This design comes from an exercise in tuning for small area, a short achievable clock period and few clock cycles per item on the open sky130 flow, not from production work. Where RTL was checked, it was by simulation tests only, not by an equivalence proof against the original.

## run A
Design des, start of the top module:
module des
(
    input  logic   clock,
    input  logic   rst,
    input  des_pkg::block_t key,
    input  des_pkg::block_t plaintext,
    input  logic   iv,
    output des_pkg::block_t ciphertext,
    output logic   ov
);
Size: about 14000 cells after synthesis, about 95000 µm² of cells after synthesis.
==> flow/config.mk <==
export PLATFORM = sky130hd
export DESIGN_NAME = des
export DESIGN_NICKNAME = des
export VERILOG_FILES = /design/flow/design.v
export SDC_FILE = /design/flow/constraint.sdc
export NUM_CORES = 4
export LEC_CHECK = 0
export CAP_MARGIN = 20
export CORE_MARGIN = 2
export CORE_UTILIZATION = 40
export CTS_CLUSTER_DIAMETER = 100
export CTS_CLUSTER_SIZE = 30
export SETUP_SLACK_MARGIN = 0.9
export SLEW_MARGIN = 20
==> flow/constraint.sdc <==
create_clock -name core_clock -period 3.5 [get_ports {clock}]
set_input_delay 0.7000 -clock core_clock [delete_from_list [all_inputs] [get_ports {clock}]]
set_output_delay 0.7000 -clock core_clock [all_outputs]
set_load 0.01 [all_outputs]
standard.sh (not shown) runs the stock make flow with config.mk's settings and CLKGATE_MAP_FILE= SYNTH_SCRIPT=/design/flow/synth_recipe.tcl, a recipe that flattens the netlist after the stock synthesis.
==> flow/flow/run.sh <==
#!/bin/bash
# Own flow: the standard layout (standard.sh) with two changes.
# - Synthesis runs through flow/synth.tcl, which maps with flow/abc_map.script,
#   and without ORFS's half-adder extraction (ADDER_MAP_FILE empty).
# - The buffers ORFS puts on every input and output port are buf_4 cells
#   instead of the slow delay buffer ORFS picks by default.
# Each tool's output is in orfs/logs; make's own output goes to flow_make.log.
set -euo pipefail
W=$(pwd)
export FLOW_ABC_SCRIPT=$W/flow/abc_map.script
bash standard.sh finish SYNTH_SCRIPT=$W/flow/synth.tcl ADDER_MAP_FILE= \
  "BUFFER_PORTS_ARGS=-buffer_cell sky130_fd_sc_hd__buf_4" > $W/flow_make.log 2>&1
==> flow/flow/abc_map.script <==
strash
dch
map -D 1200
topo
stime -c
buffer -c
upsize -c
dnsize -c
stime -c
==> flow/flow/synth.tcl <==
# The standard synthesis script (synth_recipe.tcl), with one change: the
# technology-mapping abc call uses flow/abc_map.script (delay-targeted mapping
# with area recovery, then ABC's buffering and gate sizing) in place of ORFS's
# abc_speed.script. Registers are untouched, so they keep the standard
# synthesis's names and cells.
proc synth {args} { yosys synth -nofsm -noshare {*}$args }
proc abc {args} {
  set i [lsearch -exact $args -script]
  if { $i >= 0 } {
    lset args [expr { $i + 1 }] $::env(FLOW_ABC_SCRIPT)
  }
  yosys abc {*}$args
}
source $::env(SCRIPTS_DIR)/synth.tcl
# left out here: clear keep_hierarchy, flatten, clean up, hide names made inside functions, write 1_2_yosys.v
Testbench counts of run A, summed over its fixed seeds: cycles 8,728, items 8,192.
The inputs of run B differ from those of run A as listed below.
==> flow/flow/abc_map.script <==
strash
dch
map -D 1500
topo
stime -c
buffer -c
upsize -c
dnsize -c
stime -c
### Flow results
On run B: final clock skew is 3.5 ps higher than what run A gave.
After detailed routing, run A needs more wire than run B.
Net count reported at finish (run B vs. run A) increases slightly
[inputs] run C vs run B
# run B
export LEC_CHECK = 0
export CAP_MARGIN = 20
export CORE_MARGIN = 2
export CORE_UTILIZATION = 40
export CTS_CLUSTER_DIAMETER = 100
export CTS_CLUSTER_SIZE = 30
export SETUP_SLACK_MARGIN = 0.9
export SLEW_MARGIN = 20
create_clock -name core_clock -period 3.5 [get_ports {clock}]
# run C
export LEC_CHECK = 0
export ABC_AREA = 1
export CAP_MARGIN = 20
export CORE_MARGIN = 2
export CORE_UTILIZATION = 40
export CTS_CLUSTER_DIAMETER = 100
export CTS_CLUSTER_SIZE = 30
export SETUP_SLACK_MARGIN = 0.6
export SLEW_MARGIN = 20
create_clock -name core_clock -period 3.5 [get_ports {clock}]
==> flow/run.sh (new file) <==
#!/bin/bash
# synth_recipe.tcl (not shown) runs the flow's synth.tcl, then flattens the netlist and writes it again
# the make line also repeats each setting of config.mk as NAME=value (left out here)
make -C /OpenROAD-flow-scripts/flow DESIGN_CONFIG=/design/flow/config.mk WORK_HOME=/design/flow/orfs CLKGATE_MAP_FILE= SYNTH_SCRIPT=/design/flow/synth_recipe.tcl finish
removed: flow/flow/run.sh
removed: flow/flow/abc_map.script
removed: flow/flow/synth.tcl
removed: flow/standard.sh
==> comparison <==
- Run C: PASS, flow complete, no timing, DRC or antenna violations
- Run B -> run C: synthesized net count increased by more than 10%
- Compare run B and run C | worst setup slack lower: run C
- Looking at timing endpoint of the critical path, the g_round[15].u_round.out_state[31] result is from run B; the g_round[4].u_round.out_state[21] one comes from run C.
- Of run B and run C, run B shows the higher global placement routability congestion, with run C below it.

* * *

Setup of run G:
Another version of the RTL of des (not shown whole).
For scale: roughly 16000 cells after synthesis, roughly 200 I/O pins.
clock: 3.5 ns
lec_check: 0
abc_area: 1
cap_margin: 20
core_margin: 2
core_utilization: 40
setup_slack_margin: 1.2
slew_margin: 20
run.sh (not shown) runs the stock make flow with config.mk's settings and CLKGATE_MAP_FILE= SYNTH_SCRIPT=/design/flow/synth_recipe.tcl, a recipe that flattens the netlist after the stock synthesis.
Stock flow here: none of the scripts above is used.
--- input diff run G..run M ---
- clearing SETUP_SLACK_MARGIN, which used to be 1.2
Results
Clock latency of the later-clocked register in the worst-skew pair, run G and run M: smaller value in run M. Higher iteration count of the initial detailed-routing pass goes to run G over run M. Compared with run G, run M shows a lower global-route usage. Going from run G to run M, number of non-clock inverters in the layout roughly the same; final worst setup slack lower; transition time at the pin with the least slew margin higher. Going from run G to run M, the count of non-filler cells in the finished layout was found to have gone down by about 6%.
No run of this note included a check of the RTL's function; only the layout flow was run.

* * *

Another version of the RTL of des (not shown whole).
For scale: ~15000 cells after synthesis, roughly 200 I/O pins, roughly 110000 µm² of cells after synthesis.
clock: 3.5 ns
lec_check: 0
cap_margin: 20
core_margin: 2
core_utilization: 45
slew_margin: 20
The baseline ran to the end with no violations.
Change:
- CORE_UTILIZATION: 45 -> 40
- SETUP_SLACK_MARGIN: not set -> 0.8
Result: Worst hold slack is worse by 0.034 ns; area after synthesis does not change; first-iteration DRC count rises by 1.1%; clock-buffer cell count falls by 1; global-route usage falls by 5.3 points; sequential share of layout area falls by 0.63 points; routed wire length falls by 4.4%.
No functional check of the RTL was part of any run of this note.

* * *

Another version of the RTL of des (not shown whole).
Size in the first run: roughly 1,300 flip-flops, about 200 I/O pins, roughly 0.090 mm^2 of cells after synthesis.
==> flow/config.mk <==
export PLATFORM = sky130hd
export DESIGN_NAME = des
export DESIGN_NICKNAME = des
export VERILOG_FILES = /design/flow/design.v
export SDC_FILE = /design/flow/constraint.sdc
export NUM_CORES = 4
export LEC_CHECK = 0
export CAP_MARGIN = 20
export CORE_MARGIN = 2
export CORE_UTILIZATION = 50
export CTS_CLUSTER_DIAMETER = 100
export CTS_CLUSTER_SIZE = 30
export SETUP_SLACK_MARGIN = 0.9
export SLEW_MARGIN = 20
==> flow/constraint.sdc <==
create_clock -name core_clock -period 3.5 [get_ports {clock}]
set_input_delay 0.7000 -clock core_clock [delete_from_list [all_inputs] [get_ports {clock}]]
set_output_delay 0.7000 -clock core_clock [all_outputs]
set_load 0.01 [all_outputs]
standard.sh (not shown) runs the stock make flow with config.mk's settings and CLKGATE_MAP_FILE= SYNTH_SCRIPT=/design/flow/synth_recipe.tcl, a recipe that flattens the netlist after the stock synthesis.
==> flow/flow/run.sh <==
#!/bin/bash
# Own flow: the standard layout (standard.sh) with two changes.
# - Synthesis runs through flow/synth.tcl, which maps with flow/abc_map.script,
#   and without ORFS's half-adder extraction (ADDER_MAP_FILE empty).
# - The buffers ORFS puts on every input and output port are buf_4 cells
#   instead of the slow delay buffer ORFS picks by default.
# Each tool's output is in orfs/logs; make's own output goes to flow_make.log.
set -euo pipefail
W=$(pwd)
export FLOW_ABC_SCRIPT=$W/flow/abc_map.script
bash standard.sh finish SYNTH_SCRIPT=$W/flow/synth.tcl ADDER_MAP_FILE= \
  "BUFFER_PORTS_ARGS=-buffer_cell sky130_fd_sc_hd__buf_4" > $W/flow_make.log 2>&1
==> flow/flow/abc_map.script <==
strash
dch
map -D 1500
topo
stime -c
buffer -c
upsize -c
dnsize -c
stime -c
==> flow/flow/synth.tcl <==
# The standard synthesis script (synth_recipe.tcl), with one change: the
# technology-mapping abc call uses flow/abc_map.script (delay-targeted mapping
# with area recovery, then ABC's buffering and gate sizing) in place of ORFS's
# abc_speed.script. Registers are untouched, so they keep the standard
# synthesis's names and cells.
proc synth {args} { yosys synth -nofsm -noshare {*}$args }
proc abc {args} {
  set i [lsearch -exact $args -script]
  if { $i >= 0 } {
    lset args [expr { $i + 1 }] $::env(FLOW_ABC_SCRIPT)
  }
  yosys abc {*}$args
}
source $::env(SCRIPTS_DIR)/synth.tcl
# left out here: clear keep_hierarchy, flatten, clean up, hide names made inside functions, write 1_2_yosys.v
The baseline finished clean.
Testbench counts at the start, summed over its fixed seeds: cycles 8,728, items 8,192.
Rerun with:
CORE_UTILIZATION = 40   (was 50)
CTS_CLUSTER_DIAMETER = 60   (was 100)
CTS_CLUSTER_SIZE = 20   (was 30)
PLACE_DENSITY = 0.8   (was not set)
Cell area is higher by 1.2%.
Hold slack got worse by 0.0086 ns.
Cell count rises by 3.8%.
Die area came out higher by 25%.
Routed wire length goes down by 7.7%.
Setup slack gets better by 0.065 ns.
Non-clock buffer count fell by 74.
Rerun with:
CTS_CLUSTER_DIAMETER = 80   (was 60)
CTS_CLUSTER_SIZE = 24   (was 20)
Utilization decreases by 1.2 points.
Die area does not change.
Final area came out lower by 2.6%.
Via count is lower by 1.2%.
Wire length goes down by about 1.7%.
Worst setup slack gets worse by 0.020 ns.
Synthesized cell count stays the same.
Cell count falls by 1.1%.
First-iteration DRC count came out lower by about 1.7%.

-- port drivers added, routing unchanged --
The flow's constraints put no driver on any port. The routed layouts listed below were extracted and timed again, unchanged, in two steps.
Step 1 (the two cells are an assumption about what drives the block):
set clk [get_ports {clock}]
set_driving_cell -lib_cell sky130_fd_sc_hd__clkbuf_16 $clk
set_driving_cell -lib_cell sky130_fd_sc_hd__buf_2 [delete_from_list [all_inputs] $clk]
Step 2 times the ports against the registers' clock, not the clock port: input delays grow and output delays shrink by t, the midpoint of the rising clock arrivals with the driver on.
Slacks: ideal / step 1 / step 2; pairs: ideal / step 1.
run	t, ns	setup WS [ns]	worst hold slack (ns)	latest minus earliest clock arrival (ns)	worst slew at a driven data input, ns
run A	0.876	0.894 / 0.894 / 0.894	0.109 / 0.038 / 0.361	0.038 / 0.038	0.04
run B	0.853	0.947 / 0.947 / 0.947	0.053 / -0.006 / 0.348	0.041 / 0.041	0.04
run C	0.871	0.690 / 0.690 / 0.690	0.320 / 0.243 / 0.355	0.067 / 0.067	0.05
run G	0.934	1.061 / 1.061 / 1.061	0.276 / 0.199 / 0.367	0.050 / 0.050	0.05
run M	0.923	0.393 / 0.393 / 0.393	0.304 / 0.225 / 0.349	0.032 / 0.032	0.05
the first run of note 3	0.913	0.278 / 0.278 / 0.278	0.301 / 0.226 / 0.378	0.029 / 0.029	0.05
the second run of note 3	0.945	0.754 / 0.754 / 0.754	0.266 / 0.190 / 0.374	0.048 / 0.047	0.05
the first run of note 4	0.894	0.844 / 0.844 / 0.844	0.041 / -0.030 / 0.356	0.040 / 0.040	0.05
the second run of note 4	0.885	0.909 / 0.909 / 0.909	0.032 / -0.028 / 0.353	0.064 / 0.064	0.05
the third run of note 4	0.841	0.888 / 0.888 / 0.888	0.023 / -0.038 / 0.356	0.056 / 0.057	0.05
After both steps every run listed still meets setup and hold.
